What follows belongs to an exercise in optimizing a design on an open flow for small area and a short achievable clock period; a production flow would make more cautious choices.
Only simulation tests tie the RTL to the original design; equivalence was not proved.

## flow/design.v (module list and top-level ports; edited modules follow where they fit)
// module awgn_ctrl: 35 lines
// module uniform_bank: 80 lines
// module clt_sum: 58 lines
// module noise_scale: 1433 lines
// module awgn_gen: 52 lines
module awgn_gen (
	input  wire logic clk,
	input  wire logic rst_n,
	input  wire logic run,
	input  wire logic [snr_pkg::snr_width-1:0] snr_db,
	input  wire logic snr_load,
	output logic signed [awgn_pkg::sample_width-1:0] awgn_out,
	output logic signed [awgn_pkg::quant_width-1:0] awgn_out_quant,
	output logic signed [snr_pkg::noise_width-1:0] noise_out,
	output logic sample_valid,
	output logic snr_err
);
  // ...
==> flow/run.sh <==
#!/bin/bash
# synth_recipe.tcl (not shown) runs the flow's synth.tcl, then flattens the netlist and writes it again
# the make line also repeats each setting of config.mk as NAME=value (left out here)
make -C /OpenROAD-flow-scripts/flow DESIGN_CONFIG=/design/flow/config.mk WORK_HOME=/design/flow/orfs CLKGATE_MAP_FILE= SYNTH_SCRIPT=/design/flow/synth_recipe.tcl finish
==> flow/config.mk <==
export PLATFORM = sky130hd
export DESIGN_NAME = awgn_gen
export DESIGN_NICKNAME = awgn_gen
export VERILOG_FILES = /design/flow/design.v
export SDC_FILE = /design/flow/constraint.sdc
export NUM_CORES = 4
export LEC_CHECK = 0
export CAP_MARGIN = 20
export CORE_MARGIN = 2
export CORE_UTILIZATION = 40
export SLEW_MARGIN = 20
export SYNTH_MEMORY_MAX_BITS = 16384
==> flow/constraint.sdc <==
create_clock -name core_clock -period 7.5 [get_ports {clk}]
set_input_delay 1.5000 -clock core_clock [delete_from_list [all_inputs] [get_ports {clk}]]
set_output_delay 1.5000 -clock core_clock [all_outputs]
set_load 0.01 [all_outputs]
==> notes.md, run 1 <==
- Setup repair after global routing left no endpoint under its margin.
- Headroom to the max-slew limit came out at 0.377.
- The number of antenna violations at the first check in global routing is 0.
- The fraction of final cell area spent on non-clock buffers in this run is 0.0660.
- The number of nets handed over by synthesis was 1034.
- The type of element capturing the critical path is a register.
- Port buffering added 56 buffers.
- The number of clock buffers in the layout is 10.
- In the routed layout, each cell is associated on average with a via count of 5.51.
- The total via count in the routed design is 6741.
- By startpoint and endpoint, the worst setup path is classified as reg -> reg.
- The CTS tree is built.
- The multi-input gate area in the final layout is 0.00574 mm².
- The number of enable flip-flop cells after synthesis is 0.
- Grouping stages by cell kind, the critical path spends the most delay in adder cells.
- The largest individual stage delay along the critical path comes from the cell sky130_fd_sc_hd__dfstp_2.
- For this run, the register share of the synthesized area comes to 0.263.
- In the routed design, unresolved DRC markers number 0.
- The share of the core filled with cells in the final layout is 0.459.
- The highest metal layer carrying signal wires in the routed design is met4.
- The main combinational cell family by area after synthesis is adder cells.
- The instance count on the critical path is 12.
- In this run the worst hold path is classified as reg -> reg.
- After layout, the worst setup slack is 3.14 ns.
- The y dimension of the die is 149 µm.
- Clock latency on the worst-skew pair, taken at its later pin, is 0.35 ns.
- The flow ran to the end and the layout has no timing, DRC or antenna violations.
- Sorting the synthesized cells by area gives the leading types as sky130_fd_sc_hd__dfrtp_1 19%, sky130_fd_sc_hd__xnor2_1 11%, sky130_fd_sc_hd__ha_1 11%.
- The area of the die is 0.0221 mm².
- The maximum buffer depth of the clock tree is 2.
- The signal on the critical path passes through xor2_1, xnor2_1, xnor2_2, xnor2_1, xnor2_1, nor2_1, fa_1, fa_1, ha_1, fa_1, ha_1, fa_1.
- The met1 usage is 0.281.
- The routing usage on met3 is 0.0272.
- The number of hold buffers added after CTS was 0.
==> module uniform_bank, before the edit <==
module uniform_bank (
	input  wire logic clk,
	input  wire logic rst_n,
	input  wire logic step,
	output logic [awgn_pkg::num_sources-1:0] fa,    
	output logic [awgn_pkg::num_sources-1:0] fac    
);
	logic [awgn_pkg::uniform_width-1:0] x;
	always_ff @(posedge clk or negedge rst_n) begin
		if (!rst_n)
			x <= 28'h528f573;
		else if (step)
			x <= (x >> 1) ^ (x[0] ? awgn_pkg::lfsr_taps : '0);
	end
	logic t28, t29, t30, t31, t32, t33, t34, t35, t36, t37, t38, t39, t40, t41, t42, t43, t44, t45, t46, t47, t48, t49, t50, t51, t52, t53, t54, t55, t56, t57, t58, t59, t60, t61, t62, t63, t64, t65, t66, t67;
	assign t28 = x[10] ^ x[17];
	assign t29 = x[0] ^ x[9];
	assign t30 = x[13] ^ x[20];
	assign t31 = x[7] ^ x[12];
	assign t32 = x[11] ^ x[15];
	assign t33 = x[4] ^ x[25];
	assign t34 = x[6] ^ x[22];
	assign t35 = x[14] ^ t31;
	assign t36 = x[3] ^ x[8];
	assign t37 = x[22] ^ x[24];
	assign t38 = x[21] ^ t29;
	assign t39 = x[12] ^ t37;
	assign t40 = x[1] ^ t35;
	assign t41 = x[13] ^ x[26];
	assign t42 = x[8] ^ t30;
	assign t43 = x[23] ^ t32;
	assign t44 = x[10] ^ x[18];
	assign t45 = x[19] ^ x[20];
	assign t46 = x[3] ^ x[25];
	assign t47 = t28 ^ t42;
	assign t48 = x[23] ^ t36;
	assign t49 = x[16] ^ t28;
	assign t50 = x[27] ^ t39;
	assign t51 = x[19] ^ t34;
	assign t52 = t29 ^ t33;
	assign t53 = x[1] ^ x[11];
	assign t54 = x[6] ^ t45;
	assign t55 = x[2] ^ t51;
	assign t56 = x[16] ^ t32;
	assign t57 = x[14] ^ t30;
	assign t58 = x[1] ^ x[27];
	assign t59 = x[25] ^ t54;
	assign t60 = x[18] ^ t41;
	assign t61 = x[5] ^ t40;
	assign t62 = x[21] ^ t46;
	assign t63 = t43 ^ t57;
	assign t64 = x[5] ^ t59;
	assign t65 = x[15] ^ t38;
	assign t66 = t44 ^ t48;
	assign t67 = t36 ^ t49;
	assign fa[0] = x[14] ^ t29 ^ t39 ^ t45 ^ t66;
	assign fa[1] = x[4] ^ t32 ^ t47 ^ t55;
	assign fa[2] = x[6] ^ x[19] ^ t28 ^ t63;
	assign fa[3] = x[5] ^ x[14] ^ t37 ^ t52;
	assign fa[4] = x[3] ^ t44 ^ t50 ^ t65;
	assign fa[5] = x[23] ^ t41;
	assign fa[6] = t34 ^ t38 ^ t41 ^ t48 ^ t53;
	assign fa[7] = t31 ^ t56 ^ t58 ^ t62;
	assign fa[8] = t31 ^ t33 ^ t47 ^ t65;
	assign fa[9] = t33 ^ t43 ^ t49;
	assign fa[10] = x[0] ^ x[16] ^ x[26] ^ t33 ^ t58 ^ t63;
	assign fa[11] = x[9] ^ t40 ^ t60 ^ t62;
	assign fac[0] = fa[0] & (x[7] ^ x[17] ^ t38 ^ t56 ^ t64);
	assign fac[1] = fa[1] & (x[19] ^ x[27] ^ t61 ^ t67);
	assign fac[2] = fa[2] & (x[11] ^ x[20] ^ t35 ^ t67);
	assign fac[3] = fa[3] & (x[21] ^ t53 ^ t55);
	assign fac[4] = fa[4] & ~(x[7] ^ x[10] ^ t46 ^ t51);
	assign fac[5] = fa[5] & ~(x[10] ^ t30);
	assign fac[6] = fa[6] & (x[0] ^ t64 ^ t66);
	assign fac[7] = fa[7] & (x[8] ^ t50 ^ t52 ^ t60);
	assign fac[8] = fa[8] & (x[4] ^ x[9] ^ x[18] ^ t28 ^ t34 ^ t61);
	assign fac[9] = fa[9] & (x[22] ^ x[25] ^ t40 ^ t42);
	assign fac[10] = fa[10] & (x[23] ^ t47 ^ t50 ^ t53);
	assign fac[11] = fa[11] & (t34 ^ t43 ^ t44 ^ t52);
endmodule
==> module clt_sum, before the edit <==
module clt_sum (
	input  wire logic clk,
	input  wire logic rst_n,
	input  wire logic [awgn_pkg::num_sources-1:0] fa,
	input  wire logic [awgn_pkg::num_sources-1:0] fac,
	input  wire logic stepped,
	output awgn_pkg::clt_word_u sum_word
);
	localparam logic [31:0] first_sum = 32'hfbf91a62;
	logic [3:0] n0, m;
	logic first;
	logic signed [2:0] half_low;
	logic [7:0] hi_add;
	logic [31:0] next_sum;
	function automatic logic [3:0] count12(input logic [11:0] v);
		logic [3:0] s1, c1;
		logic s2, c2, s3, c3, s4, c4, s5, c5, s6, c6, s7, c7;
		for (int i = 0; i < 4; i++) begin
			s1[i] = v[3*i] ^ v[3*i+1] ^ v[3*i+2];
			c1[i] = (v[3*i] & v[3*i+1]) | (v[3*i] & v[3*i+2]) | (v[3*i+1] & v[3*i+2]);
		end
		s2 = s1[0] ^ s1[1] ^ s1[2];
		c2 = (s1[0] & s1[1]) | (s1[0] & s1[2]) | (s1[1] & s1[2]);
		s3 = s2 ^ s1[3];
		c3 = s2 & s1[3];
		s4 = c1[0] ^ c1[1] ^ c1[2];
		c4 = (c1[0] & c1[1]) | (c1[0] & c1[2]) | (c1[1] & c1[2]);
		s5 = c1[3] ^ c2 ^ c3;
		c5 = (c1[3] & c2) | (c1[3] & c3) | (c2 & c3);
		s6 = s4 ^ s5;
		c6 = s4 & s5;
		s7 = c4 ^ c5 ^ c6;
		c7 = (c4 & c5) | (c4 & c6) | (c5 & c6);
		count12 = {c7, s7, s6, s3};
	endfunction
	always_ff @(posedge clk) begin
		n0 <= count12(fa);
		m  <= count12(fac);
	end
	logic [4:0] low_sum;
	assign low_sum = 5'd6 + {4'b0, sum_word.sample[0]} - {1'b0, n0};
	assign half_low = low_sum[3:1];
	assign hi_add = 8'(4'd9 * n0) - {3'b0, m, 1'b0} - 8'd48;
	assign next_sum = {sum_word.sample[31], sum_word.sample[31:1]}
		+ {{29{half_low[2]}}, half_low} + {hi_add, 24'b0};
	always_ff @(posedge clk or negedge rst_n) begin
		if (!rst_n) begin
			sum_word.sample <= '0;
			first <= 1'b1;
		end else begin
			first <= 1'b0;
			if (stepped)
				sum_word.sample <= next_sum;
			else if (first)
				sum_word.sample <= first_sum;
		end
	end
endmodule
==> run 2, diff against run 1 <==
--- a/flow/design.v
+++ b/flow/design.v
@@ -91,78 +91,95 @@
 	output logic [awgn_pkg::num_sources-1:0] fa,    
 	output logic [awgn_pkg::num_sources-1:0] fac    
 );
-	logic [awgn_pkg::uniform_width-1:0] x;
+	logic [awgn_pkg::uniform_width-1:0] z, z_next;
+	logic t28, t29, t30, t31, t32, t33, t34, t35, t36, t37, t38, t39, t40, t41, t42, t43, t44, t45, t46, t47, t48, t49, t50, t51, t52, t53, t54, t55, t56, t57, t58, t59, t60, t61, t62, t63, t64, t65, t66, t67, t68, t69, t70, t71, t72, t73, t74, t75, t76, t77, t78;
+	assign t28 = z[5] ^ z[19];
+	assign t29 = z[14] ^ z[27];
+	assign t30 = z[1] ^ z[3];
+	assign t31 = z[4] ^ z[20];
+	assign t32 = z[11] ^ z[18];
+	assign t33 = z[15] ^ z[21];
+	assign t34 = z[9] ^ z[23];
+	assign t35 = z[7] ^ z[26];
+	assign t36 = t29 ^ t31;
+	assign t37 = z[12] ^ t32;
+	assign t38 = z[0] ^ t28;
+	assign t39 = z[10] ^ z[25];
+	assign t40 = z[8] ^ t30;
+	assign t41 = z[13] ^ t37;
+	assign t42 = z[12] ^ z[22];
+	assign t43 = z[17] ^ z[23];
+	assign t44 = z[17] ^ t33;
+	assign t45 = z[6] ^ z[25];
+	assign t46 = z[2] ^ t29;
+	assign t47 = z[16] ^ t38;
+	assign t48 = z[24] ^ t28;
+	assign t49 = t35 ^ t39;
+	assign t50 = t34 ^ t42;
+	assign t51 = z[19] ^ t36;
+	assign t52 = z[26] ^ t41;
+	assign t53 = z[6] ^ t44;
+	assign t54 = z[13] ^ z[16];
+	assign t55 = t40 ^ t51;
+	assign t56 = z[1] ^ t33;
+	assign t57 = z[8] ^ t48;
+	assign t58 = z[4] ^ t40;
+	assign t59 = z[18] ^ z[21];
+	assign t60 = t49 ^ t58;
+	assign t61 = z[17] ^ z[27];
+	assign t62 = t39 ^ t42;
+	assign t63 = z[22] ^ z[24];
+	assign t64 = z[14] ^ z[19];
+	assign t65 = z[20] ^ t45;
+	assign t66 = z[21] ^ t38;
+	assign t67 = t34 ^ t47;
+	assign t68 = t46 ^ t65;
+	assign t69 = z[1] ^ t31;
+	assign t70 = t30 ^ t48;
+	assign t71 = z[9] ^ z[10];
+	assign t72 = z[4] ^ t64;
+	assign t73 = t33 ^ t34;
+	assign t74 = z[8] ^ t36;
+	assign t75 = z[25] ^ t43;
+	assign t76 = z[18] ^ z[26];
+	assign t77 = z[11] ^ z[21];
+	assign t78 = z[3] ^ t35;
+	assign z_next[0] = z[20] ^ t30 ^ t66;
+	assign z_next[1] = z[6] ^ t36 ^ t52 ^ t67;
+	assign z_next[2] = z[3] ^ z[15] ^ t46 ^ t47 ^ t75;
+	assign z_next[3] = z[7] ^ z[23] ^ t37 ^ t40 ^ t45 ^ t47;
+	assign z_next[4] = z[0] ^ z[23] ^ t59 ^ t60;
+	assign z_next[5] = z[7] ^ z[16] ^ t50 ^ t55;
+	assign z_next[6] = z[5] ^ z[14] ^ t30 ^ t41 ^ t73;
+	assign z_next[7] = z[9] ^ z[17] ^ z[24] ^ t37 ^ t74;
+	assign z_next[8] = z[24] ^ t40 ^ t41 ^ t68;
+	assign z_next[9] = z[22] ^ t43 ^ t72 ^ t78;
+	assign z_next[10] = t35 ^ t56 ^ t63 ^ t68;
+	assign z_next[11] = z[0] ^ t53 ^ t54 ^ t78;
+	assign z_next[12] = z[0] ^ t32 ^ t39 ^ t56 ^ t74;
+	assign z_next[13] = z[0] ^ z[5] ^ z[24] ^ t52 ^ t75;
+	assign z_next[14] = t38 ^ t50 ^ t60 ^ t61;
+	assign z_next[15] = t36 ^ t70 ^ t76;
+	assign z_next[16] = t31 ^ t34 ^ t35 ^ t57 ^ t77;
+	assign z_next[17] = z[2] ^ z[10] ^ t50 ^ t72 ^ t77;
+	assign z_next[18] = z[4] ^ z[13] ^ t28 ^ t29 ^ t73 ^ t76;
+	assign z_next[19] = t53 ^ t55 ^ t62;
+	assign z_next[20] = z[1] ^ t52 ^ t66 ^ t71;
+	assign z_next[21] = z[14] ^ t59 ^ t62 ^ t70;
+	assign z_next[22] = z[5] ^ t32 ^ t49 ^ t61 ^ t63 ^ t69;
+	assign z_next[23] = z[2] ^ z[7] ^ z[8] ^ z[27] ^ t53 ^ t67 ^ t69;
+	assign z_next[24] = z[1] ^ z[12] ^ t43 ^ t45 ^ t51;
+	assign z_next[25] = z[26];
+	assign z_next[26] = z[24];
+	assign z_next[27] = t44 ^ t46 ^ t54 ^ t57 ^ t71;
 	always_ff @(posedge clk or negedge rst_n) begin
 		if (!rst_n)
-			x <= 28'h528f573;
+			z <= 28'h1b6b2cf;
 		else if (step)
-			x <= (x >> 1) ^ (x[0] ? awgn_pkg::lfsr_taps : '0);
+			z <= z_next;
 	end
-	logic t28, t29, t30, t31, t32, t33, t34, t35, t36, t37, t38, t39, t40, t41, t42, t43, t44, t45, t46, t47, t48, t49, t50, t51, t52, t53, t54, t55, t56, t57, t58, t59, t60, t61, t62, t63, t64, t65, t66, t67;
-	assign t28 = x[10] ^ x[17];
-	assign t29 = x[0] ^ x[9];
-	assign t30 = x[13] ^ x[20];
-	assign t31 = x[7] ^ x[12];
-	assign t32 = x[11] ^ x[15];
-	assign t33 = x[4] ^ x[25];
-	assign t34 = x[6] ^ x[22];
-	assign t35 = x[14] ^ t31;
-	assign t36 = x[3] ^ x[8];
-	assign t37 = x[22] ^ x[24];
-	assign t38 = x[21] ^ t29;
-	assign t39 = x[12] ^ t37;
-	assign t40 = x[1] ^ t35;
-	assign t41 = x[13] ^ x[26];
-	assign t42 = x[8] ^ t30;
-	assign t43 = x[23] ^ t32;
-	assign t44 = x[10] ^ x[18];
-	assign t45 = x[19] ^ x[20];
-	assign t46 = x[3] ^ x[25];
-	assign t47 = t28 ^ t42;
-	assign t48 = x[23] ^ t36;
-	assign t49 = x[16] ^ t28;
-	assign t50 = x[27] ^ t39;
-	assign t51 = x[19] ^ t34;
-	assign t52 = t29 ^ t33;
-	assign t53 = x[1] ^ x[11];
-	assign t54 = x[6] ^ t45;
-	assign t55 = x[2] ^ t51;
-	assign t56 = x[16] ^ t32;
-	assign t57 = x[14] ^ t30;
-	assign t58 = x[1] ^ x[27];
-	assign t59 = x[25] ^ t54;
-	assign t60 = x[18] ^ t41;
-	assign t61 = x[5] ^ t40;
-	assign t62 = x[21] ^ t46;
-	assign t63 = t43 ^ t57;
-	assign t64 = x[5] ^ t59;
-	assign t65 = x[15] ^ t38;
-	assign t66 = t44 ^ t48;
-	assign t67 = t36 ^ t49;
-	assign fa[0] = x[14] ^ t29 ^ t39 ^ t45 ^ t66;
-	assign fa[1] = x[4] ^ t32 ^ t47 ^ t55;
-	assign fa[2] = x[6] ^ x[19] ^ t28 ^ t63;
-	assign fa[3] = x[5] ^ x[14] ^ t37 ^ t52;
-	assign fa[4] = x[3] ^ t44 ^ t50 ^ t65;
-	assign fa[5] = x[23] ^ t41;
-	assign fa[6] = t34 ^ t38 ^ t41 ^ t48 ^ t53;
-	assign fa[7] = t31 ^ t56 ^ t58 ^ t62;
-	assign fa[8] = t31 ^ t33 ^ t47 ^ t65;
-	assign fa[9] = t33 ^ t43 ^ t49;
-	assign fa[10] = x[0] ^ x[16] ^ x[26] ^ t33 ^ t58 ^ t63;
-	assign fa[11] = x[9] ^ t40 ^ t60 ^ t62;
-	assign fac[0] = fa[0] & (x[7] ^ x[17] ^ t38 ^ t56 ^ t64);
-	assign fac[1] = fa[1] & (x[19] ^ x[27] ^ t61 ^ t67);
-	assign fac[2] = fa[2] & (x[11] ^ x[20] ^ t35 ^ t67);
-	assign fac[3] = fa[3] & (x[21] ^ t53 ^ t55);
-	assign fac[4] = fa[4] & ~(x[7] ^ x[10] ^ t46 ^ t51);
-	assign fac[5] = fa[5] & ~(x[10] ^ t30);
-	assign fac[6] = fa[6] & (x[0] ^ t64 ^ t66);
-	assign fac[7] = fa[7] & (x[8] ^ t50 ^ t52 ^ t60);
-	assign fac[8] = fa[8] & (x[4] ^ x[9] ^ x[18] ^ t28 ^ t34 ^ t61);
-	assign fac[9] = fa[9] & (x[22] ^ x[25] ^ t40 ^ t42);
-	assign fac[10] = fa[10] & (x[23] ^ t47 ^ t50 ^ t53);
-	assign fac[11] = fa[11] & (t34 ^ t43 ^ t44 ^ t52);
+	assign fa = {z[22], z[20], z[18], z[16], z[14], z[12], z[10], z[8], z[6], z[4], z[2], z[0]};
+	assign fac = {z[22] & ~z[23], z[20] & ~z[21], z[18] & ~z[19], z[16] & ~z[17], z[14] & z[15], z[12] & ~z[13], z[10] & ~z[11], z[8] & z[9], z[6] & ~z[7], z[4] & ~z[5], z[2] & z[3], z[0] & ~z[1]};
 endmodule
 `default_nettype wire
 `timescale 1ns/1ns
@@ -178,40 +195,45 @@
 	localparam logic [31:0] first_sum = 32'hfbf91a62;
 	logic [3:0] n0, m;
 	logic first;
-	logic signed [2:0] half_low;
-	logic [7:0] hi_add;
 	logic [31:0] next_sum;
 	function automatic logic [3:0] count12(input logic [11:0] v);
-		logic [3:0] s1, c1;
-		logic s2, c2, s3, c3, s4, c4, s5, c5, s6, c6, s7, c7;
-		for (int i = 0; i < 4; i++) begin
-			s1[i] = v[3*i] ^ v[3*i+1] ^ v[3*i+2];
-			c1[i] = (v[3*i] & v[3*i+1]) | (v[3*i] & v[3*i+2]) | (v[3*i+1] & v[3*i+2]);
-		end
-		s2 = s1[0] ^ s1[1] ^ s1[2];
-		c2 = (s1[0] & s1[1]) | (s1[0] & s1[2]) | (s1[1] & s1[2]);
-		s3 = s2 ^ s1[3];
-		c3 = s2 & s1[3];
-		s4 = c1[0] ^ c1[1] ^ c1[2];
-		c4 = (c1[0] & c1[1]) | (c1[0] & c1[2]) | (c1[1] & c1[2]);
-		s5 = c1[3] ^ c2 ^ c3;
-		c5 = (c1[3] & c2) | (c1[3] & c3) | (c2 & c3);
-		s6 = s4 ^ s5;
-		c6 = s4 & s5;
-		s7 = c4 ^ c5 ^ c6;
-		c7 = (c4 & c5) | (c4 & c6) | (c5 & c6);
-		count12 = {c7, s7, s6, s3};
+		count12 = 4'(v[0]) + 4'(v[1]) + 4'(v[2]) + 4'(v[3]) + 4'(v[4]) + 4'(v[5])
+			+ 4'(v[6]) + 4'(v[7]) + 4'(v[8]) + 4'(v[9]) + 4'(v[10]) + 4'(v[11]);
 	endfunction
 	always_ff @(posedge clk) begin
 		n0 <= count12(fa);
 		m  <= count12(fac);
 	end
+	logic [31:0] y;
 	logic [4:0] low_sum;
+	logic signed [2:0] delta;
+	logic signed [3:0] low2;
+	logic kp, km, ko_p, ko_m;
+	logic [21:0] y_mid, inc_pref, dec_pref, mid;
+	logic [7:0] b0, bm, bsel, top;
+	assign y = {sum_word.sample[31], sum_word.sample[31:1]};
 	assign low_sum = 5'd6 + {4'b0, sum_word.sample[0]} - {1'b0, n0};
-	assign half_low = low_sum[3:1];
-	assign hi_add = 8'(4'd9 * n0) - {3'b0, m, 1'b0} - 8'd48;
-	assign next_sum = {sum_word.sample[31], sum_word.sample[31:1]}
-		+ {{29{half_low[2]}}, half_low} + {hi_add, 24'b0};
+	assign delta = low_sum[3:1];
+	assign low2 = $signed({2'b0, y[1:0]}) + delta;
+	assign kp = low2[2] & ~low2[3];
+	assign km = low2[3];
+	assign y_mid = y[23:2];
+	always_comb begin
+		inc_pref[0] = 1'b1;
+		dec_pref[0] = 1'b1;
+		for (int j = 1; j < 22; j++) begin
+			inc_pref[j] = inc_pref[j-1] & y_mid[j-1];
+			dec_pref[j] = dec_pref[j-1] & ~y_mid[j-1];
+		end
+	end
+	assign mid = y_mid ^ ({22{kp}} & inc_pref) ^ ({22{km}} & dec_pref);
+	assign ko_p = kp & (&y_mid);
+	assign ko_m = km & ~(|y_mid);
+	assign b0 = 8'(4'd9 * n0) - {3'b0, m, 1'b0} - 8'd48;
+	assign bm = 8'(4'd9 * n0) - {3'b0, m, 1'b0} - 8'd49;
+	assign bsel = ko_m ? bm : b0;
+	assign top = y[31:24] + bsel + {7'b0, ko_p};
+	assign next_sum = {top, mid, low2[1:0]};
 	always_ff @(posedge clk or negedge rst_n) begin
 		if (!rst_n) begin
 			sum_word.sample <= '0;
==> notes.md, run 2 <==
- Status: finished clean (unchanged).
- The register ranked first by flip-flop count is clt_sum_i.sum_word (unchanged).
- The post-cts gate resize count came to 0 (unchanged).
- Largest registers in the final layout: clt_sum_i.sum_word: 32 flops, uniform_bank_i.z: 28 flops, noise_scale_i.quant: 7 flops (was clt_sum_i.sum_word: 32 flops, uniform_bank_i.x: 28 flops, noise_scale_i.quant: 7 flops).
- The root buffer selected by CTS was sky130_fd_sc_hd__clkbuf_16 (unchanged).
- The count of boundary I/O pins is 57 (unchanged).
- The worst hold-check path type is reg -> reg (unchanged).
- The final weighted congestion in routability-driven placement is 0.883 (was 0.917).
- The number of placed instances, taps included was 1152 (was 1207).
- The overall routing resource usage is 0.183 (was 0.190).
- The number of buffers inserted during clock tree synthesis is 9 (unchanged).
- The insertion delay of the later-clocked pin in the worst-skew pair is 0.36 ns (was 0.35 ns).
- The kind of cell with the highest combined delay on the critical path is simple AND/OR/NAND/NOR gates (was adder cells).
- The via count of the first global-routing pass came to 5860 (was 6590).
- The number of different library cells in the post-synthesis netlist came to 76 (was 85).
- The post-layout instance count excluding filler cells is 1168 (was 1223).
- The number of flip-flops in the largest register came to 32 (unchanged).
- The number of inserted diodes is 0 (unchanged).
- The post-synthesis cell area is 0.00781 mm² (was 0.00839 mm²).
- The data arrival time of the worst path was 4.72 ns (was 4.59 ns).
- The post-detailed-route count of antenna-violating nets is 0 (unchanged).
- The count of hold buffers inserted by post-cts repair is 0 (unchanged).
- The cell with the most instances after synthesis was sky130_fd_sc_hd__xnor2_1 (unchanged).
- The highest clock frequency the design can meet was 0.222 GHz (was 0.230 GHz).
- The transition at the pin with the smallest max-transition slack came to 0.944 ns (was 0.935 ns).
- The H-tree depth is 3 (unchanged).
- The maximum number of pins on one net before global-route repair is 49 (was 58).
- The minimum clock period is 4.51 ns (was 4.36 ns).
- The startpoint of the worst register-to-register path is clt_sum_i.n0[0]$_DFF_P_ (was uniform_bank_i.x[10]$_DFFE_PN1P_).
- The register clock-pin slew on the reported worst setup and hold paths was 0.07 ns (was 0.08 ns).
- The beginning of the critical path is clt_sum_i.n0[0]$_DFF_P_ (was uniform_bank_i.x[10]$_DFFE_PN1P_).
- The count of buffers inserted at the top-level ports is 56 (unchanged).
- The total negative setup slack is 0 ns (unchanged).
- The biggest area consumer among synthesized cells is sky130_fd_sc_hd__dfrtp_1 (unchanged).
- The number of antenna violations at the first check in global routing is 0 (unchanged).
- The max-slew violation total from the final report is 0 (unchanged).
- The number of filler instances in the final layout is 1850 (was 2040).
- The commonest non-fill, non-tap cell in the layout is sky130_fd_sc_hd__xnor2_1 (unchanged).
- The layout cell share with drive strength beyond 1 is 0.0797 (was 0.105).
- The type of element capturing the critical path is a register (unchanged).
- The horizontal die dimension was 144 µm (was 149 µm).
- The critical-path maximum fanout is 7 (was 6).
- The violation count after the first detailed-routing iteration was 411 (was 334).
- The number of clock sinks is 89 (unchanged).
- The total via count in the routed design is 6249 (was 6741).
- The fraction of registers with async set or reset after synthesis was 0.910 (unchanged).
- The net count of the mapped netlist is 957 (was 1034).
- Most numerous cell types in the synthesized netlist: 152 x sky130_fd_sc_hd__xnor2_1, 64 x sky130_fd_sc_hd__dfrtp_1, 63 x sky130_fd_sc_hd__nand2_1 (was 103 x sky130_fd_sc_hd__xnor2_1, 71 x sky130_fd_sc_hd__ha_1, 70 x sky130_fd_sc_hd__nand2_1).
- The detailed-route DRC error count is 0 (unchanged).
- The total global routing overflow is 0 (unchanged).
- The total detailed-routing wirelength is 18300 µm (was 20200 µm).
- The register area share after synthesis is 0.283 (was 0.263).
- The class of the most critical setup path is reg -> reg (unchanged).
- The category of the worst setup path launch point was a register (unchanged).
- The area inside the core boundary is 0.0193 mm² (was 0.0204 mm²).
- The maximum buffer depth of the clock tree was 2 (unchanged).
- The portion of the clock cycle consumed by the worst path in the final layout was 0.602 (was 0.581).
- The count of TritonRoute iterations in the first routing pass is 4 (unchanged).
- The final number of hold-violating endpoints is 0 (unchanged).
- The initial cell density of the core is 0.404 (was 0.410).
- The total number of placement rows is 51 (was 52).
- The start point of the worst hold path is awgn_ctrl_i.valid_sr[2]$_DFF_PN0_ (unchanged).
- The combined buffer and inverter count along the critical path is 3 (was 0).
- The average wire length per cell after detail routing is 15.7 µm (was 16.5 µm).
- The average cell area after synthesis is 8.71 µm² (was 9.04 µm²).
- The total number of yosys warnings was 4 (unchanged).
- The library cell appearing most often on the critical path is sky130_fd_sc_hd__a21oi_1 (was sky130_fd_sc_hd__fa_1).
- The buffer count from post-CTS setup fixing was 0 (unchanged).
- The CTS tree is built (unchanged).
- The cell with the largest stage delay on the worst path is sky130_fd_sc_hd__nor3_1 (was sky130_fd_sc_hd__dfstp_2).
- The endpoint required time on the critical path is 7.71 ns (was 7.73 ns).
- The number of enable flip-flop cells after synthesis is 0 (unchanged).
- The area of the die came to 0.0207 mm² (was 0.0221 mm²).
- Unrepaired setup endpoints after global routing: no (unchanged).
- The share of the core filled with cells in the final layout is 0.456 (was 0.459).
- The layout overhead on the synthesized area was 12.9% (was 11.8%).
- The y dimension of the die is 144 µm (was 149 µm).
- The flop and latch count out of synthesis came to 89 (unchanged).
- Leading cell types by total area after synthesis: sky130_fd_sc_hd__dfrtp_1 21%, sky130_fd_sc_hd__xnor2_1 17%, sky130_fd_sc_hd__dfstp_2 5.7% (was sky130_fd_sc_hd__dfrtp_1 19%, sky130_fd_sc_hd__xnor2_1 11%, sky130_fd_sc_hd__ha_1 11%).
- The number of setup violations in the final report is 0 (unchanged).
- The net count reported at finish is 959 (was 1054).
- The maximum cell stage delay along the critical path is 0.59 ns (was 0.62 ns).
- Cells traversed along the worst timing path: inv_1, nor2_1, ha_1, xnor2_1, ha_1, a21oi_1, and3_1, nand3_1, nor3_1, xnor2_1, fa_1, inv_1, fa_1, inv_1, a21oi_1, o21bai_1, a21o_1, a21oi_1, xor2_1, a21oi_1 (was xor2_1, xnor2_1, xnor2_2, xnor2_1, xnor2_1, nor2_1, fa_1, fa_1, ha_1, fa_1, ha_1, fa_1).
- The placed wire-length estimate after detailed placement is 12900 µm (was 14600 µm).
- The number of instances in the synthesized netlist is 896 (was 928).
- The area share of the largest cell type after synthesis is 0.205 (was 0.194).
- The worst slew margin relative to its limit is 0.366 (was 0.377).
- Highest-count cells in the layout ignoring fill and taps: 152 x sky130_fd_sc_hd__xnor2_1, 64 x sky130_fd_sc_hd__dfrtp_1, 63 x sky130_fd_sc_hd__nand2_1, 62 x sky130_fd_sc_hd__a21oi_1, 55 x sky130_fd_sc_hd__clkdlybuf4s50_1 (was 102 x sky130_fd_sc_hd__xnor2_1, 71 x sky130_fd_sc_hd__ha_1, 70 x sky130_fd_sc_hd__nand2_1, 68 x sky130_fd_sc_hd__nor2_1, 68 x sky130_fd_sc_hd__a21oi_1).
- The routed via count divided by cell count is 5.35 (was 5.51).
- The primary flip-flop cell chosen by synthesis mapping is sky130_fd_sc_hd__dfrtp_1 (unchanged).
- The first-pass GRT wire length is 30200 µm (was 34000 µm).
- The number of maximum-capacitance constraint violations is 0 (unchanged).
- The largest clock skew in the final design was 0.0118 ns (was 0.0160 ns).
## run 2: cell families after synthesis
family          count (synthesis)  share of synthesized area
compound gates                195                      0.165
xor+xnor                      183                      0.207
fa+ha+maj                      55                      0.106
buf+inv                       126                     0.0633
flops                          89                      0.283
mux                            21                     0.0308
other cells                     1                   0.000480
simple gates                  226                      0.145
## run 2: final timing paths
path,cells after the start,slack [ns],to
min in group asynchronous,1,1.07,clt_sum_i.sum_word[17]$_DFFE_PN0P_
setup / recovery,20,2.99,clt_sum_i.sum_word[30]$_DFFE_PN0P_
hold reg to reg,0,0.35,awgn_ctrl_i.valid_sr[3]$_DFF_PN0_
hold / removal,0,0.35,awgn_ctrl_i.valid_sr[3]$_DFF_PN0_
max in group asynchronous,2,5.43,uniform_bank_i.z[11]$_DFFE_PN0P_
setup reg to reg,20,2.99,clt_sum_i.sum_word[30]$_DFFE_PN0P_
## run 2: area by class of cell
class / count / area [µm²] / share of cell area
multi-input combinational: 681 / 5100 / 0.579
sequential: 89 / 2210 / 0.251
timing repair buffer: 64 / 618 / 0.0702
tap: 265 / 332 / 0.0376
clock buffer: 9 / 225 / 0.0256
inverter: 53 / 199 / 0.0226
clock inverter: 7 / 124 / 0.0141
## run 2: layer usage
layer  vias up  wire (µm)  track usage  share of wire
li1       3070          -            -              -
met4         0        259       0.0609          0.014
met5         -          0            0              0
met1      3012       9000        0.266           0.49
met2       150       8290        0.279           0.45
met3        17        767       0.0247          0.042
## run 2: through the flow
stage          worst slack, ns  area [µm²]  hold WS (ns)
3_5_place_dp              3.04        8460         0.336
5_1_grt                   2.56        8810         0.354
3_3_place_gp              3.19        8460         0.335
2_1_floorplan             3.51        7810         0.331
6_report                  2.99        8810         0.347
4_1_cts                   2.97        8810         0.344
==> run 3, diff against run 2 <==
--- a/flow/config.mk
+++ b/flow/config.mk
@@ -5,8 +5,10 @@
 export SDC_FILE = /design/flow/constraint.sdc
 export NUM_CORES = 4
 export LEC_CHECK = 0
+export ABC_CLOCK_PERIOD_IN_PS = 2500
 export CAP_MARGIN = 20
 export CORE_MARGIN = 2
 export CORE_UTILIZATION = 40
+export SETUP_SLACK_MARGIN = 4.8
 export SLEW_MARGIN = 20
 export SYNTH_MEMORY_MAX_BITS = 16384
==> notes.md, run 3 <==
- The max-slew violation total from the final report was 0 (unchanged).
- The initial cell density of the core is 0.404 (unchanged).
- The endpoint required time on the critical path is 7.78 ns (was 7.71 ns).
- The count of buffers inserted at the top-level ports is 56 (unchanged).
- The count of boundary I/O pins is 57 (unchanged).
- Leading cell types by total area after synthesis: sky130_fd_sc_hd__dfrtp_1 21%, sky130_fd_sc_hd__xnor2_1 17%, sky130_fd_sc_hd__dfstp_2 5.7% (unchanged).
- The count of TritonRoute iterations in the first routing pass is 5 (was 4).
- The routed via count divided by cell count came to 5.32 (was 5.35).
- The total negative setup slack was 0 ns (unchanged).
- The register area is 0.00226 mm² (was 0.00221 mm²).
- The number of instances in the synthesized netlist is 896 (unchanged).
- The post-synthesis cell area is 0.00781 mm² (unchanged).
- The register ranked first by flip-flop count is clt_sum_i.sum_word (unchanged).
- The number of filler instances in the final layout was 1803 (was 1850).
- The commonest non-fill, non-tap cell in the layout is sky130_fd_sc_hd__xnor2_1 (unchanged).
- The net count of the mapped netlist is 957 (unchanged).
- The average wire length per cell after detail routing is 16.5 µm (was 15.7 µm).
- The register area share after synthesis is 0.283 (unchanged).
- The post-detailed-route count of antenna-violating nets came to 0 (unchanged).
- The worst setup slack before clock tree synthesis is 3.49 ns (was 3.04 ns).
- The xor/xnor share of the synthesized area is 0.207 (unchanged).
- The total number of placement rows came to 51 (unchanged).
- The critical-path maximum fanout was 2 (was 7).
- The number of different library cells in the post-synthesis netlist is 76 (unchanged).
- The placed wire-length estimate after detailed placement came to 13100 µm (was 12900 µm).
- The number of antenna violations at the first check in global routing was 0 (unchanged).
- The flop and latch count out of synthesis is 89 (unchanged).
- The number of clock sinks came to 89 (unchanged).
- The y dimension of the die is 144 µm (unchanged).
- The H-tree depth is 3 (unchanged).
- The finished layout cell area is 0.00972 mm² (was 0.00881 mm²).
- Most numerous cell types in the synthesized netlist: 152 x sky130_fd_sc_hd__xnor2_1, 64 x sky130_fd_sc_hd__dfrtp_1, 63 x sky130_fd_sc_hd__nand2_1 (unchanged).
- The number of flip-flops in the largest register is 32 (unchanged).
- The maximum buffer depth of the clock tree is 2 (unchanged).
- Status: finished clean (unchanged).
- The first-pass GRT wire length is 33200 µm (was 30200 µm).
- The average cell area after synthesis was 8.71 µm² (unchanged).
- The multi-input gate area in the final layout was 0.00539 mm² (was 0.00510 mm²).
- The violation count after the first detailed-routing iteration came to 532 (was 411).
- The number of setup violations in the final report is 0 (unchanged).
- The root buffer selected by CTS is sky130_fd_sc_hd__clkbuf_16 (unchanged).
- The register clock-pin slew on the reported worst setup and hold paths came to 0.07 ns (about the same).
- The net count reported at finish came to 1027 (was 959).
- The number of maximum-capacitance constraint violations was 0 (unchanged).
- The insertion delay of the later-clocked pin in the worst-skew pair was 0.36 ns (about the same).
- The area inside the core boundary is 0.0193 mm² (unchanged).
- The total global routing overflow came to 0 (unchanged).
- The total number of yosys warnings is 4 (unchanged).
- The category of the worst setup path launch point was a register (unchanged).
- The post-synthesis compound-gate area fraction is 0.165 (unchanged).
- The final weighted congestion in routability-driven placement came to 0.852 (was 0.883).
- The final number of hold-violating endpoints is 0 (unchanged).
- The number of enable flip-flop cells after synthesis is 0 (unchanged).
- The CTS tree is built (unchanged).
- The data arrival time of the worst path is 3.90 ns (was 4.72 ns).
- The total detailed-routing wirelength is 20400 µm (was 18300 µm).
- The detailed-route DRC error count is 0 (unchanged).
- The biggest area consumer among synthesized cells is sky130_fd_sc_hd__dfrtp_1 (unchanged).
- The worst hold-check path type is reg -> reg (unchanged).
- The maximum cell stage delay along the critical path was 0.56 ns (was 0.59 ns).
- The main combinational cell family by area after synthesis is XOR/XNOR gates (unchanged).
- The worst-case setup margin in the final layout is 3.87 ns (was 2.99 ns).
- The basic-gate share of the synthesized area counting and, or, nand and nor cells is 0.145 (unchanged).
- The via count of the first global-routing pass was 6361 (was 5860).
- Highest-count cells in the layout ignoring fill and taps: 149 x sky130_fd_sc_hd__xnor2_1, 63 x sky130_fd_sc_hd__buf_4, 62 x sky130_fd_sc_hd__nand2_1, 56 x sky130_fd_sc_hd__a21oi_1, 47 x sky130_fd_sc_hd__nor2_1 (was 152 x sky130_fd_sc_hd__xnor2_1, 64 x sky130_fd_sc_hd__dfrtp_1, 63 x sky130_fd_sc_hd__nand2_1, 62 x sky130_fd_sc_hd__a21oi_1, 55 x sky130_fd_sc_hd__clkdlybuf4s50_1).
- The horizontal die dimension is 144 µm (unchanged).
- The worst slew margin relative to its limit is 0.335 (was 0.366).
- The share of the core filled with cells in the final layout was 0.503 (was 0.456).
- The primary flip-flop cell chosen by synthesis mapping is sky130_fd_sc_hd__dfrtp_1 (unchanged).
- The total via count in the routed design came to 6580 (was 6249).
- The area of the die is 0.0207 mm² (unchanged).
- The area share of the largest cell type after synthesis is 0.205 (unchanged).
- The layout overhead on the synthesized area came to 24.5% (was 12.9%).
- Cells traversed along the worst timing path: inv_4, nor2_2, ha_4, inv_2, ha_4, fa_2, nor2_4, mux2i_4, or4b_4, nor3_4, fa_2, inv_2, fa_2, inv_2, a21oi_2, o21bai_2, a21o_1, a21oi_1, xor2_1, a21oi_1 (was inv_1, nor2_1, ha_1, xnor2_1, ha_1, a21oi_1, and3_1, nand3_1, nor3_1, xnor2_1, fa_1, inv_1, fa_1, inv_1, a21oi_1, o21bai_1, a21o_1, a21oi_1, xor2_1, a21oi_1).
- The mux share of post-synthesis cell area is 0.0308 (unchanged).
- The fraction of registers with async set or reset after synthesis is 0.910 (unchanged).
- The portion of the clock cycle consumed by the worst path in the final layout was 0.483 (was 0.602).
- Largest registers in the final layout: clt_sum_i.sum_word: 32 flops, uniform_bank_i.z: 28 flops, noise_scale_i.quant: 7 flops (unchanged).
- The class of the most critical setup path is reg -> reg (unchanged).
- The minimum clock period came to 3.63 ns (was 4.51 ns).
- The post-detailed-placement cell area is 0.00853 mm² (was 0.00846 mm²).
- The layout cell share with drive strength beyond 1 is 0.245 (was 0.0797).
- The type of element capturing the critical path is a register (unchanged).
- The cell with the largest stage delay on the worst path is sky130_fd_sc_hd__or4b_4 (was sky130_fd_sc_hd__nor3_1).
- The overall routing resource usage is 0.202 (was 0.183).
- The number of inserted diodes is 0 (unchanged).
- The number of buffers inserted during clock tree synthesis is 9 (unchanged).
- The cell with the most instances after synthesis is sky130_fd_sc_hd__xnor2_1 (unchanged).
- The adder-cell share of the synthesized area is 0.106 (unchanged).
- The largest clock skew in the final design is 0.0155 ns (was 0.0118 ns).
- The maximum number of pins on one net before global-route repair came to 50 (was 49).
- Unrepaired setup endpoints after global routing: yes (was no).
- The highest clock frequency the design can meet was 0.276 GHz (was 0.222 GHz).
- The transition at the pin with the smallest max-transition slack is 0.990 ns (was 0.944 ns).
[run 3: cell families after synthesis]
| logic type | Yosys count |
|---|---|
| compound gates | 195 |
| xor+xnor | 183 |
| fa+ha+maj | 55 |
| buf+inv | 126 |
| flops | 89 |
| mux | 21 |
| other cells | 1 |
| simple gates | 226 |
[run 3: worst paths after layout]
path	from	end	slack [ns]	cells past startpoint
min in group asynchronous	rst_n	clt_sum_i.sum_word[18]$_DFFE_PN0P_	1.06	1
max reg2reg	clt_sum_i.n0[0]$_DFF_P_	clt_sum_i.sum_word[30]$_DFFE_PN0P_	3.87	20
min	awgn_ctrl_i.valid_sr[2]$_DFF_PN0_	awgn_ctrl_i.valid_sr[3]$_DFF_PN0_	0.35	0
max	clt_sum_i.n0[0]$_DFF_P_	clt_sum_i.sum_word[30]$_DFFE_PN0P_	3.87	20
min reg2reg	awgn_ctrl_i.valid_sr[2]$_DFF_PN0_	awgn_ctrl_i.valid_sr[3]$_DFF_PN0_	0.35	0
max in group asynchronous	rst_n	clt_sum_i.sum_word[5]$_DFFE_PN0P_	5.40	2
[run 3: layout make-up]
type / count / area share
clock buffer: 11 / 0.0260
clock inverter: 5 / 0.00386
inverter: 53 / 0.0207
multi-input combinational: 681 / 0.554
sequential: 89 / 0.232
tap: 265 / 0.0341
timing repair buffer: 132 / 0.129
[run 3: critical path: cells and delay by family, from the launching register on]
kind                       cells  cell delay (ns)
adders and majority gates      5             1.36
and+or+nand+nor                4             0.85
AOI/OAI and AO/OA              5             0.56
DFF                            1             0.35
buffers and inverters          4             0.20
xor gates and xnor gates       1             0.14
muxes                          1             0.09
[run 3: metal layers]
layer	share of wire	wire length (µm)	vias to the layer above	global-route usage
met5	0	0	-	0
met4	0.012	240	0	0.0578
met3	0.044	898	18	0.0220
met2	0.48	9750	168	0.332
met1	0.47	9530	3179	0.281
li1	-	-	3215	-
[run 3: repair_timing]
action	CTS	global route
gates resized for setup	149	32
setup buffers	60	3
pin swaps	35	11
endpoints found under the setup margin	79	51
cloned	4	1
hold buffers	0	0
[run 3: through the flow]
stage | instances | hold WS, ns
global route | 1236 | 0.356
floorplan | 896 | 0.331
detailed placement | 1152 | 0.337
global placement | 1152 | 0.337
CTS | 1232 | 0.351
finish | 1236 | 0.348
==> run 4, diff against run 3 <==
--- a/flow/design.v
+++ b/flow/design.v
@@ -195,26 +195,54 @@
 	localparam logic [31:0] first_sum = 32'hfbf91a62;
 	logic [3:0] n0, m;
 	logic first;
+	logic [31:0] y;
+	logic [2:0] delta;
+	logic [3:0] low2;
+	logic kp, km, ko_p, ko_m;
+	logic [21:0] y_mid, inc_pref, dec_pref, mid;
+	logic [7:0] top_0, top_p, top_m, top;
 	logic [31:0] next_sum;
+	function automatic logic [1:0] fadd(input logic x, input logic y, input logic z);
+		fadd = {(x & y) | (x & z) | (y & z), x ^ y ^ z};
+	endfunction
 	function automatic logic [3:0] count12(input logic [11:0] v);
-		count12 = 4'(v[0]) + 4'(v[1]) + 4'(v[2]) + 4'(v[3]) + 4'(v[4]) + 4'(v[5])
-			+ 4'(v[6]) + 4'(v[7]) + 4'(v[8]) + 4'(v[9]) + 4'(v[10]) + 4'(v[11]);
+		logic [1:0] l0, l1, l2, l3, w1, w2, w3;
+		logic b0, h, b1, x4, b2, b3;
+		l0 = fadd(v[0], v[1], v[2]);
+		l1 = fadd(v[3], v[4], v[5]);
+		l2 = fadd(v[6], v[7], v[8]);
+		l3 = fadd(v[9], v[10], v[11]);
+		w1 = fadd(l0[0], l1[0], l2[0]);        
+		w2 = fadd(l0[1], l1[1], l2[1]);        
+		w3 = fadd(w1[1], w2[0], l3[1]);        
+		b0 = w1[0] ^ l3[0];
+		h = w1[0] & l3[0];
+		b1 = h ^ w3[0];
+		x4 = w2[1] ^ w3[1];
+		b2 = x4 ^ (h & w3[0]);
+		b3 = (w2[1] & w3[1]) | (x4 & h & w3[0]);
+		count12 = {b3, b2, b1, b0};
+	endfunction
+	function automatic logic [15:0] add8x2(input logic [7:0] a, input logic [7:0] b);
+		logic [7:0] g, p, gg, pp;
+		g = a & b;
+		p = a ^ b;
+		gg = g;
+		pp = p;
+		for (int d = 1; d < 8; d = d * 2)
+			for (int i = 7; i >= d; i--) begin
+				gg[i] = gg[i] | (pp[i] & gg[i-d]);
+				pp[i] = pp[i] & pp[i-d];
+			end
+		add8x2 = {p ^ {gg[6:0] | pp[6:0], 1'b1}, p ^ {gg[6:0], 1'b0}};
 	endfunction
 	always_ff @(posedge clk) begin
 		n0 <= count12(fa);
 		m  <= count12(fac);
 	end
-	logic [31:0] y;
-	logic [4:0] low_sum;
-	logic signed [2:0] delta;
-	logic signed [3:0] low2;
-	logic kp, km, ko_p, ko_m;
-	logic [21:0] y_mid, inc_pref, dec_pref, mid;
-	logic [7:0] b0, bm, bsel, top;
 	assign y = {sum_word.sample[31], sum_word.sample[31:1]};
-	assign low_sum = 5'd6 + {4'b0, sum_word.sample[0]} - {1'b0, n0};
-	assign delta = low_sum[3:1];
-	assign low2 = $signed({2'b0, y[1:0]}) + delta;
+	assign delta = 3'd3 - n0[3:1];
+	assign low2 = {2'b00, y[1:0]} + {delta[2], delta};
 	assign kp = low2[2] & ~low2[3];
 	assign km = low2[3];
 	assign y_mid = y[23:2];
@@ -229,10 +257,24 @@
 	assign mid = y_mid ^ ({22{kp}} & inc_pref) ^ ({22{km}} & dec_pref);
 	assign ko_p = kp & (&y_mid);
 	assign ko_m = km & ~(|y_mid);
-	assign b0 = 8'(4'd9 * n0) - {3'b0, m, 1'b0} - 8'd48;
-	assign bm = 8'(4'd9 * n0) - {3'b0, m, 1'b0} - 8'd49;
-	assign bsel = ko_m ? bm : b0;
-	assign top = y[31:24] + bsel + {7'b0, ko_p};
+	function automatic logic [15:0] csa_top(input logic [7:0] yt, input logic [3:0] n, input logic [3:0] mm, input logic [7:0] c);
+		logic [7:0] r1, r2, r3, r4, s1, c1, s2, c2;
+		r1 = yt;
+		r2 = {4'b0, n} | ({1'b0, n, 3'b0} & 8'h70);
+		r3 = {3'b0, ~mm, 1'b0};
+		r4 = c | {4'b0, n[0], 3'b0};    
+		s1 = r1 ^ r2 ^ r3;
+		c1 = {(r1[6:0] & r2[6:0]) | (r1[6:0] & r3[6:0]) | (r2[6:0] & r3[6:0]), 1'b0};
+		s2 = s1 ^ c1 ^ r4;
+		c2 = {(s1[6:0] & c1[6:0]) | (s1[6:0] & r4[6:0]) | (c1[6:0] & r4[6:0]), 1'b0};
+		csa_top = {s2, c2};
+	endfunction
+	logic [7:0] sa, ca, sb, cb, top_x;
+	assign {sa, ca} = csa_top(y[31:24], n0, m, 8'hb1);
+	assign {sb, cb} = csa_top(y[31:24], n0, m, 8'hb2);
+	assign {top_0, top_m} = add8x2(sa, ca);
+	assign {top_p, top_x} = add8x2(sb, cb);
+	assign top = ko_p ? top_p : (ko_m ? top_m : top_0);
 	assign next_sum = {top, mid, low2[1:0]};
 	always_ff @(posedge clk or negedge rst_n) begin
 		if (!rst_n) begin
==> flow/config.mk (replaced) <==
export PLATFORM = sky130hd
export DESIGN_NAME = awgn_gen
export DESIGN_NICKNAME = awgn_gen
export VERILOG_FILES = /design/flow/design.v
export SDC_FILE = /design/flow/constraint.sdc
export NUM_CORES = 4
export LEC_CHECK = 0
export ABC_CLOCK_PERIOD_IN_PS = 2000
export CAP_MARGIN = 0
export CORE_MARGIN = 2
export CORE_UTILIZATION = 60
export SETUP_SLACK_MARGIN = 4.8
export SLEW_MARGIN = 0
export SYNTH_MEMORY_MAX_BITS = 16384
==> notes.md, run 4 <==
- Status: finished clean (unchanged).
- The max-slew violation total from the final report is 0 (unchanged).
- The horizontal die dimension came to 119 µm (was 144 µm).
- The startpoint of the worst register-to-register path is clt_sum_i.sum_word[28]$_DFFE_PN0P_ (was clt_sum_i.n0[0]$_DFF_P_).
- The count of hold buffers inserted by post-cts repair came to 0 (unchanged).
- The count of boundary I/O pins came to 57 (unchanged).
- The cell with the largest stage delay on the worst path is sky130_fd_sc_hd__fa_1 (was sky130_fd_sc_hd__or4b_4).
- The cell with the most instances after synthesis is sky130_fd_sc_hd__xnor2_1 (unchanged).
- The number of maximum-capacitance constraint violations is 0 (unchanged).
- The portion of the clock cycle consumed by the worst path in the final layout is 0.358 (was 0.483).
- The total number of placement rows is 41 (was 51).
- The number of setup violations in the final report is 0 (unchanged).
- The primary flip-flop cell chosen by synthesis mapping is sky130_fd_sc_hd__dfrtp_1 (unchanged).
- The fraction of registers with async set or reset after synthesis is 0.910 (unchanged).
- The layout cell share with drive strength beyond 1 was 0.232 (was 0.245).
- The insertion delay of the later-clocked pin in the worst-skew pair came to 0.36 ns (about the same).
- The root buffer selected by CTS is sky130_fd_sc_hd__clkbuf_16 (unchanged).
- The number of filler instances in the final layout is 992 (was 1803).
- The layout overhead on the synthesized area is 19.0% (was 24.5%).
- The violation count after the first detailed-routing iteration is 815 (was 532).
- The post-layout instance count excluding filler cells was 1099 (was 1236).
- The number of clock sinks is 89 (unchanged).
- The post-detailed-placement cell area is 0.00837 mm² (was 0.00853 mm²).
- Largest registers in the final layout: clt_sum_i.sum_word: 32 flops, uniform_bank_i.z: 28 flops, noise_scale_i.quant: 7 flops (unchanged).
- The maximum number of pins on one net before global-route repair is 69 (was 50).
- The number of enable flip-flop cells after synthesis is 0 (unchanged).
- The largest clock skew in the final design came to 0.00975 ns (was 0.0155 ns).
- The critical-path maximum fanout was 4 (was 2).
- The total global routing overflow is 0 (unchanged).
- The start point of the worst hold path is awgn_ctrl_i.valid_sr[1]$_DFF_PN0_ (was awgn_ctrl_i.valid_sr[2]$_DFF_PN0_).
- The biggest area consumer among synthesized cells is sky130_fd_sc_hd__dfrtp_1 (unchanged).
- The type of element capturing the critical path was a register (unchanged).
- The number of antenna violations at the first check in global routing came to 0 (unchanged).
- The net count of the mapped netlist is 922 (was 957).
- The total number of yosys warnings is 4 (unchanged).
- The placed wire-length estimate after detailed placement is 13000 µm (was 13100 µm).
- The routed via count divided by cell count was 6.01 (was 5.32).
- The area of the die is 0.0141 mm² (was 0.0207 mm²).
- The register ranked first by flip-flop count is clt_sum_i.sum_word (unchanged).
- The worst slew margin relative to its limit came to 0.502 (was 0.335).
- The slack of the worst reg-to-reg path is 4.81 ns (was 3.87 ns).
- The number of instances in the synthesized netlist came to 865 (was 896).
- Leading cell types by total area after synthesis: sky130_fd_sc_hd__dfrtp_1 20%, sky130_fd_sc_hd__xnor2_1 16%, sky130_fd_sc_hd__dfstp_2 5.7% (was sky130_fd_sc_hd__dfrtp_1 21%, sky130_fd_sc_hd__xnor2_1 17%, sky130_fd_sc_hd__dfstp_2 5.7%).
- The H-tree depth is 3 (unchanged).
- The CTS tree is built (unchanged).
- The register clock-pin slew on the reported worst setup and hold paths is 0.07 ns (about the same).
- The maximum cell stage delay along the critical path came to 0.53 ns (was 0.56 ns).
- The logic depth of the worst register-to-register path came to 9 (was 20).
- The worst hold path depth came to 0 (unchanged).
- The highest clock frequency the design can meet is 0.372 GHz (was 0.276 GHz).
- The count of buffers inserted at the top-level ports came to 56 (unchanged).
- The worst setup slack before clock tree synthesis is 4.38 ns (was 3.49 ns).
- The final number of hold-violating endpoints was 0 (unchanged).
- The area inside the core boundary is 0.0127 mm² (was 0.0193 mm²).
- The initial cell density of the core is 0.621 (was 0.404).
- The worst-case setup margin in the final layout came to 4.81 ns (was 3.87 ns).
- The via count of the first global-routing pass is 6462 (was 6361).
- The category of the worst setup path launch point was a register (unchanged).
- The net count reported at finish came to 979 (was 1027).
- The post-detailed-route count of antenna-violating nets was 0 (unchanged).
- The average wire length per cell after detail routing is 18.8 µm (was 16.5 µm).
- The flop and latch count out of synthesis was 89 (unchanged).
- The finished layout cell area is 0.00941 mm² (was 0.00972 mm²).
- The y dimension of the die was 119 µm (was 144 µm).
- The total detailed-routing wirelength is 20600 µm (was 20400 µm).
- The combined buffer and inverter count along the critical path was 2 (was 4).
- The detailed-route DRC error count was 0 (unchanged).
- The destination of the worst hold path was awgn_ctrl_i.valid_sr[2]$_DFF_PN0_ (was awgn_ctrl_i.valid_sr[3]$_DFF_PN0_).
- The transition at the pin with the smallest max-transition slack is 0.744 ns (was 0.990 ns).
- The area share of the largest cell type after synthesis is 0.203 (was 0.205).
- The number of flip-flops in the largest register is 32 (unchanged).
- The register area share after synthesis was 0.279 (was 0.283).
- Cells traversed along the worst timing path: inv_1, fa_1, inv_1, fa_1, ha_4, a21o_4, a221oi_2, nor2_1, a211oi_2 (was inv_4, nor2_2, ha_4, inv_2, ha_4, fa_2, nor2_4, mux2i_4, or4b_4, nor3_4, fa_2, inv_2, fa_2, inv_2, a21oi_2, o21bai_2, a21o_1, a21oi_1, xor2_1, a21oi_1).
- The commonest non-fill, non-tap cell in the layout is sky130_fd_sc_hd__xnor2_1 (unchanged).
- The worst flop-to-flop path endpoint is clt_sum_i.sum_word[31]$_DFFE_PN0P_ (was clt_sum_i.sum_word[30]$_DFFE_PN0P_).
- The number of buffers inserted during clock tree synthesis is 9 (unchanged).
- The average cell area after synthesis is 9.14 µm² (was 8.71 µm²).
- The number of different library cells in the post-synthesis netlist is 87 (was 76).
- The smallest hold slack is 0.361 ns (was 0.348 ns).
- The total negative setup slack is 0 ns (unchanged).
- The minimum clock period was 2.69 ns (was 3.63 ns).
- The kind of cell with the highest combined delay on the critical path is adder cells (unchanged).
- The number of inserted diodes is 0 (unchanged).
- Most numerous cell types in the synthesized netlist: 140 x sky130_fd_sc_hd__xnor2_1, 64 x sky130_fd_sc_hd__dfrtp_1, 50 x sky130_fd_sc_hd__nand2_1 (was 152 x sky130_fd_sc_hd__xnor2_1, 64 x sky130_fd_sc_hd__dfrtp_1, 63 x sky130_fd_sc_hd__nand2_1).
- Highest-count cells in the layout ignoring fill and taps: 139 x sky130_fd_sc_hd__xnor2_1, 58 x sky130_fd_sc_hd__buf_4, 50 x sky130_fd_sc_hd__nand2_1, 44 x sky130_fd_sc_hd__a21oi_1, 43 x sky130_fd_sc_hd__dlygate4sd2_1 (was 149 x sky130_fd_sc_hd__xnor2_1, 63 x sky130_fd_sc_hd__buf_4, 62 x sky130_fd_sc_hd__nand2_1, 56 x sky130_fd_sc_hd__a21oi_1, 47 x sky130_fd_sc_hd__nor2_1).
- The data arrival time of the worst path is 2.95 ns (was 3.90 ns).
- The overall routing resource usage is 0.295 (was 0.202).
- The maximum buffer depth of the clock tree is 2 (unchanged).
- The endpoint required time on the critical path was 7.77 ns (was 7.78 ns).
- The number of placed instances, taps included came to 1025 (was 1152).
- The share of the core filled with cells in the final layout came to 0.739 (was 0.503).
- The first-pass GRT wire length came to 33400 µm (was 33200 µm).
- The class of the most critical setup path is reg -> reg (unchanged).
- The worst hold-check path type is reg -> reg (unchanged).
- The post-synthesis cell area came to 0.00790 mm² (was 0.00781 mm²).
- The final weighted congestion in routability-driven placement came to 0.922 (was 0.852).
- Unrepaired setup endpoints after global routing: yes (unchanged).
- The total via count in the routed design was 6607 (was 6580).
- The count of TritonRoute iterations in the first routing pass is 5 (unchanged).
-- run 4: cell count changes after synthesis, sizes merged, moves of 7 or more --
cell,before,now
a21oi,62,45
a31oi,6,18
buf,16,33
clkbuf,57,42
nand2,63,50
nand3,20,12
nand4,3,11
nor2,50,42
nor3,22,32
nor3b,3,10
o22ai,11,3
xnor2,154,146
xor2,29,38
-- run 4: worst max-delay path by stage --
stage | startpoint | slack [ns] | endpoint | cells after the start
final | clt_sum_i.sum_word[28]$_DFFE_PN0P_ | 4.81 | clt_sum_i.sum_word[31]$_DFFE_PN0P_ | 9
after global routing | clt_sum_i.sum_word[26]$_DFFE_PN0P_ | 4.68 | clt_sum_i.sum_word[31]$_DFFE_PN0P_ | 11
after CTS | noise_scale_i.quant[2]$_DFF_PN0_ | 4.68 | awgn_out_quant[2] | 1
after detailed placement | noise_scale_i.quant[2]$_DFF_PN0_ | 4.38 | awgn_out_quant[2] | 1
after global placement | noise_scale_i.quant[2]$_DFF_PN0_ | 4.38 | awgn_out_quant[2] | 1
after floorplan | clt_sum_i.sum_word[27]$_DFFE_PN0P_ | 4.78 | clt_sum_i.sum_word[31]$_DFFE_PN0P_ | 11
-- run 4: area by class of cell --
type / count / area, µm² / share of cell area
Timing Repair Buffer: 121 / 1120 / 0.120
Multi-Input combinational cell: 654 / 5360 / 0.570
Clock buffer: 10 / 229 / 0.0243
Sequential cell: 89 / 2260 / 0.240
Clock inverter: 6 / 42.5 / 0.00452
Inverter: 47 / 176 / 0.0188
Tap cell: 172 / 215 / 0.0229
-- run 4: repair_timing --
item,in CTS,in global routing
hold endpoints to repair,0,0
resized for setup,112,35
endpoints found under the setup margin,67,27
pin swaps,12,21
gates cloned,3,1
buffers inserted,44,10
-- run 4: cells by family after synthesis --
kind of cell / Yosys count / synth area share
DFF: 89 / 0.279
other: 1 / 0.000474
buffers and inverters: 122 / 0.0687
muxes: 22 / 0.0321
adders and majority gates: 50 / 0.0988
and+or+nand+nor: 215 / 0.152
xor gates and xnor gates: 184 / 0.213
AOI/OAI and AO/OA: 182 / 0.155
-- run 4: metal layers --
layer | wire length, µm | part of all wire | track usage
met2 | 9870 | 0.48 | 0.473
met1 | 8950 | 0.43 | 0.406
met3 | 1310 | 0.063 | 0.0454
met4 | 521 | 0.025 | 0.103
met5 | 0 | 0 | 0
==> run 5, diff against run 4 <==
--- a/flow/config.mk
+++ b/flow/config.mk
@@ -6,9 +6,9 @@
 export NUM_CORES = 4
 export LEC_CHECK = 0
 export ABC_CLOCK_PERIOD_IN_PS = 2000
-export CAP_MARGIN = 0
+export CAP_MARGIN = 20
 export CORE_MARGIN = 2
 export CORE_UTILIZATION = 60
 export SETUP_SLACK_MARGIN = 4.8
-export SLEW_MARGIN = 0
+export SLEW_MARGIN = 20
 export SYNTH_MEMORY_MAX_BITS = 16384
==> notes.md, run 5 <==
- The number of different library cells in the post-synthesis netlist is 87 (unchanged).
- The primary flip-flop cell chosen by synthesis mapping is sky130_fd_sc_hd__dfrtp_1 (unchanged).
- The H-tree depth is 3 (unchanged).
- The logic depth of the worst register-to-register path is 9 (unchanged).
- The post-layout instance count excluding filler cells is 1099 (unchanged).
- The layout overhead on the synthesized area is 19.0% (unchanged).
- The number of clock sinks came to 89 (unchanged).
- The transition at the pin with the smallest max-transition slack came to 0.744 ns (unchanged).
- The data arrival time of the worst path is 2.95 ns (about the same).
- The total number of yosys warnings was 4 (unchanged).
- The placed wire-length estimate after detailed placement is 13000 µm (unchanged).
- The flop and latch count out of synthesis is 89 (unchanged).
- The start point of the worst hold path is awgn_ctrl_i.valid_sr[1]$_DFF_PN0_ (unchanged).
- The highest clock frequency the design can meet is 0.372 GHz (unchanged).
- The fraction of registers with async set or reset after synthesis is 0.910 (unchanged).
- The number of setup violations in the final report is 0 (unchanged).
- The number of flip-flops in the largest register is 32 (unchanged).
- Status: finished clean (unchanged).
- The total negative setup slack is 0 ns (unchanged).
- The net count reported at finish is 979 (unchanged).
- The first-pass GRT wire length is 33400 µm (unchanged).
- The maximum buffer depth of the clock tree was 2 (unchanged).
- The average wire length per cell after detail routing came to 18.8 µm (unchanged).
- The type of element capturing the critical path is a register (unchanged).
- The routed via count divided by cell count is 6.01 (unchanged).
- The number of enable flip-flop cells after synthesis is 0 (unchanged).
- The count of boundary I/O pins is 57 (unchanged).
- The y dimension of the die came to 119 µm (unchanged).
- The cell with the most instances after synthesis is sky130_fd_sc_hd__xnor2_1 (unchanged).
- The minimum clock period is 2.69 ns (unchanged).
- The count of TritonRoute iterations in the first routing pass was 5 (unchanged).
- The detailed-route DRC error count is 0 (unchanged).
[run 5: cell counts after synthesis]
No cell type changed its count.
[run 5: per-layer routing]
| layer | wire length [µm] | GRT usage | vias to the layer above |
|---|---|---|---|
| li1 | - | - | 3100 |
| met5 | 0 | 0 | - |
| met1 | 8950 | 0.406 | 3189 |
| met2 | 9870 | 0.473 | 282 |
| met4 | 521 | 0.103 | 0 |
| met3 | 1310 | 0.0454 | 36 |
[run 5: what timing repair did]
item                                    in CTS  in global routing
buffers inserted                            44                 10
cloned                                       3                  1
endpoints found under the setup margin      67                 27
pin swaps                                   12                 21
gates resized for setup                    112                 35
hold buffers                                 0                  0
[run 5: kinds of logic (layout without fill, tap and decap cells)]
kind of cell | count (synthesis) | after routing | synth area share
AOI/OAI and AO/OA | 182 | 182 | 0.155
xor gates and xnor gates | 184 | 184 | 0.213
adders and majority gates | 50 | 50 | 0.0988
buffers and inverters | 122 | 184 | 0.0687
DFF | 89 | 89 | 0.279
muxes | 22 | 22 | 0.0321
other | 1 | 1 | 0.000474
and+or+nand+nor | 215 | 215 | 0.152
[run 5: final cells by class]
cell class | count | share of cell area
Clock buffer | 10 | 0.0243
Clock inverter | 6 | 0.00452
Inverter | 47 | 0.0188
Multi-Input combinational cell | 654 | 0.570
Sequential cell | 89 | 0.240
Tap cell | 172 | 0.0229
Timing Repair Buffer | 121 | 0.120
[run 5: worst paths after layout]
check	end	slack, ns
max	clt_sum_i.sum_word[31]$_DFFE_PN0P_	4.81
min	awgn_ctrl_i.valid_sr[2]$_DFF_PN0_	0.36
max reg2reg	clt_sum_i.sum_word[31]$_DFFE_PN0P_	4.81
min reg2reg	awgn_ctrl_i.valid_sr[2]$_DFF_PN0_	0.36
max in group asynchronous	noise_scale_i.quant[1]$_DFF_PN0_	5.38
min in group asynchronous	noise_scale_i.noise_r[0]$_DFF_PN0_	1.12
[run 5: critical path, stage by stage, from the launching register on]
cell                       delay, ns
sky130_fd_sc_hd__dfrtp_1        0.40
sky130_fd_sc_hd__inv_1          0.08
sky130_fd_sc_hd__fa_1           0.53
sky130_fd_sc_hd__inv_1          0.05
sky130_fd_sc_hd__fa_1           0.50
sky130_fd_sc_hd__ha_4           0.21
sky130_fd_sc_hd__a21o_4         0.24
sky130_fd_sc_hd__a221oi_2       0.30
sky130_fd_sc_hd__nor2_1         0.10
sky130_fd_sc_hd__a211oi_2       0.20
[run 5: metrics by stage]
step                area (µm²)   util
finish                    9410  0.739
detailed placement        8370  0.658
floorplan                 7920      -
CTS                       9170  0.721
global route              9410  0.739
global placement          8370  0.658

[afterwards: timing with drivers on the ports]
Ports are ideal in the flow. The routed layouts listed here were re-timed in OpenROAD. Step 1 assumes that a clkbuf_16 drives the clock port and a buf_2 every other input. Step 2 times the ports against the registers' clock, not the clock port: input delays grow and output delays shrink by t, the midpoint of the rising clock arrivals with the driver on. Three values: ideal, step 1, step 2; two values: the first two.
run	t (ns)	setup WS [ns]	clock arrival spread, ns	worst register clock-pin slew, ns	cell pins on the clock port's net
run 1	0.386	3.144 / 3.144 / 3.144	0.017 / 0.017	0.08 / 0.08	1
run 2	0.392	2.988 / 2.988 / 2.988	0.011 / 0.012	0.07 / 0.07	1
run 3	0.395	3.875 / 3.875 / 3.875	0.015 / 0.016	0.08 / 0.08	1
run 4	0.397	4.813 / 4.789 / 4.547	0.010 / 0.010	0.07 / 0.07	1
run 5	0.397	4.813 / 4.789 / 4.547	0.010 / 0.010	0.07 / 0.07	1
After both steps every run listed still meets setup and hold.
